From an optimization exercise on the open Yosys and OpenROAD flow, aimed at small area, a short achievable clock period and few clock cycles per item; shortcuts taken in it are not production practice.
The RTL was checked by simulation tests, not by an equivalence proof against the original design.
Power figures rest on the tool's default switching activity, not on a simulated workload.

==> flow/design.v (excerpt) <==
module row_mean_std_dev (
  input  wire logic        clk,
  input  wire logic        rst_n,
  input  wire logic        cfg_valid,
  output logic             cfg_ready,
  input  wire logic [12:0] cfg_row_length,
  input  wire logic        in_valid,
  output logic             in_stall,
  input  wire logic [15:0] in_sample,
  output logic             out_valid,
  input  wire logic        out_stall,
  output logic [31:0]      out_row_mean,
  output logic [30:0]      out_row_std_dev
);
  localparam logic [1:0] A_IDLE = 2'd0, A_WAIT = 2'd1, A_RUN = 2'd2, A_DONE = 2'd3;
  localparam logic [1:0] B_IDLE = 2'd0, B_RUN = 2'd1, B_OUT = 2'd2;
  logic rst;
  logic rst_q;
  assign rst = !rst_n;
  assign cfg_ready = 1'b1;
  logic [12:0] len_r, len_nxt;    
  logic [12:0] np_r, np_nxt;      
  logic        ends_r, ends_nxt;  
  logic        stall_r, stall_nxt;
  logic [1:0]  a_st_r, a_st_nxt;
  ...
export LEC_CHECK = 0
export CAP_MARGIN = 20
export CORE_MARGIN = 2
export CORE_UTILIZATION = 40
export CTS_CLUSTER_DIAMETER = 100
export CTS_CLUSTER_SIZE = 24
export PLACE_DENSITY = 0.6
export SLEW_MARGIN = 20
create_clock -name core_clock -period 11.0 [get_ports {clk}]
standard.sh (not shown) runs the stock make flow with config.mk's settings and CLKGATE_MAP_FILE= SYNTH_SCRIPT=/design/flow/synth_recipe.tcl, a recipe that flattens the netlist after the stock synthesis.
==> flow/flow/run.sh <==
#!/bin/bash
# The standard layout (standard.sh: ORFS from synthesis to finish with the
# unchanged scripts, config.mk and SDC), with a larger setup slack margin for
# ORFS's timing repair so that it also works on paths that already meet 11 ns.
set -euo pipefail
bash standard.sh SETUP_SLACK_MARGIN=7.6 finish > flow_make.log 2>&1
The baseline produced a clean layout.
Testbench counts at the start, summed over its fixed seeds: cycles 72,899, rows 640.
Edit:
--- a/flow/design.v
+++ b/flow/design.v
@@ -399,51 +399,59 @@
   logic        row_end;
   logic        b_take;
   logic        cs_r;              
   logic        e1_r;              
   assign in_stall = stall_r;
   assign accept   = in_valid && !stall_r;
   assign row_end  = accept && ends_r;
   assign b_take   = (a_st_r == A_DONE) &&
                     ((b_st_r == B_IDLE) || (b_st_r == B_OUT && !out_stall));
   logic [12:0] np_inc;
+  logic        e_keep_r, e_inc_r, e_one_r;
+  logic        e_keep_c, e_inc_c, e_one_c;
   logic        e_keep, e_inc, e_one;
   logic        a_free_nxt;
-  assign np_inc = np_r + 13'd1;
-  assign e_keep = (np_r >= len_r) || (len_r[12] && np_r[12]);
-  assign e_inc  = (np_inc >= len_r) || (len_r[12] && np_inc[12]);
-  assign e_one  = (len_r <= 13'd1);
+  assign np_inc   = np_r + 13'd1;
+  assign e_keep_r = (np_r >= len_r) || (len_r[12] && np_r[12]);
+  assign e_inc_r  = (np_inc >= len_r) || (len_r[12] && np_inc[12]);
+  assign e_one_r  = (len_r <= 13'd1);
+  assign e_keep_c = (np_r >= cfg_row_length) || (cfg_row_length[12] && np_r[12]);
+  assign e_inc_c  = (np_inc >= cfg_row_length) || (cfg_row_length[12] && np_inc[12]);
+  assign e_one_c  = (cfg_row_length <= 13'd1);
+  assign e_keep   = cfg_valid ? e_keep_c : e_keep_r;
+  assign e_inc    = cfg_valid ? e_inc_c : e_inc_r;
+  assign e_one    = cfg_valid ? e_one_c : (e_one_r && !rst_q);
   always_comb begin
     len_nxt  = cfg_valid ? cfg_row_length : len_r;
     np_nxt   = accept ? (ends_r ? 13'd1 : np_inc) : np_r;
-    ends_nxt = accept ? (ends_r ? e_one : e_inc) : e_keep;
+    ends_nxt = (accept && ends_r) ? e_one : (accept ? e_inc : e_keep);
+    if (rst_q) begin
+      len_nxt  = cfg_valid ? cfg_row_length : 13'd1024;
+      np_nxt   = 13'd1;
+      ends_nxt = e_one;
+    end
     a_st_nxt = a_st_r;
     case (a_st_r)
       A_IDLE: if (row_end) a_st_nxt = A_WAIT;
       A_WAIT: if (cs_r) a_st_nxt = A_RUN;
       A_RUN:  if (a_k_r == 5'd28) a_st_nxt = A_DONE;
       default: if (b_take) a_st_nxt = row_end ? A_WAIT : A_IDLE;
     endcase
     b_st_nxt = b_st_r;
     case (b_st_r)
       B_IDLE: if (b_take) b_st_nxt = B_RUN;
       B_RUN:  if (b_k_r == 6'd43) b_st_nxt = B_OUT;
       B_OUT:  if (!out_stall) b_st_nxt = b_take ? B_RUN : B_IDLE;
       default: b_st_nxt = B_IDLE;
     endcase
     a_free_nxt = (a_st_nxt == A_IDLE) || (a_st_nxt == A_DONE && b_st_nxt == B_IDLE);
-    stall_nxt = cfg_valid || (ends_nxt && !a_free_nxt);
-    if (rst_q) begin
-      len_nxt   = cfg_valid ? cfg_row_length : 13'd1024;
-      np_nxt    = 13'd1;
-      ends_nxt  = 1'b0;
-    end
+    stall_nxt = ends_nxt && !a_free_nxt;
     if (rst) begin
       stall_nxt = 1'b1;
       a_st_nxt  = A_IDLE;
       b_st_nxt  = B_IDLE;
     end
   end
   always_ff @(posedge clk) begin
     len_r   <= len_nxt;
     np_r    <= np_nxt;
     ends_r  <= ends_nxt;
=>
- combinational power grows by roughly a tenth
- synthesized area increases slightly
- setup slack gets worse by 0.18 ns
- hold slack barely changes
- routed wire length went up by a few percent
- die area grows slightly
- power grows by a little under a tenth
Testbench counts after the change, summed over its fixed seeds: cycles 72,858, rows 640.

[re-timing with driven ports]
Ports are ideal in the flow. The routed layouts listed here were re-timed in OpenROAD. Step 1 sets driving cells, clkbuf_16 on the clock port and buf_2 on the other inputs (assumed; they add their load-dependent delay and slew). Step 2 adds t to the input delays and takes it off the output delays; t is the mean of the earliest and latest rising clock arrival at the registers after step 1. Input paths then give back, and output paths get back, about the clock's delay inside the block. a / b / c = ideal ports / drivers / drivers and shift; a / b = the first two.
run | t, ns | setup slack, ns | clock arrival spread, ns | worst register clock-pin slew, ns | worst slew at a driven data input, ns
the first run | 0.678 | 7.560 / 7.496 / 7.117 | 0.038 / 0.038 | 0.11 / 0.11 | 0.05
the second run | 0.689 | 7.376 / 7.376 / 6.931 | 0.032 / 0.032 | 0.10 / 0.10 | 0.07
After both steps every run listed still meets setup and hold. The setup slack of the second run, which loses most, moves by 0.000 ns with the drivers and by -0.445 ns with both steps.
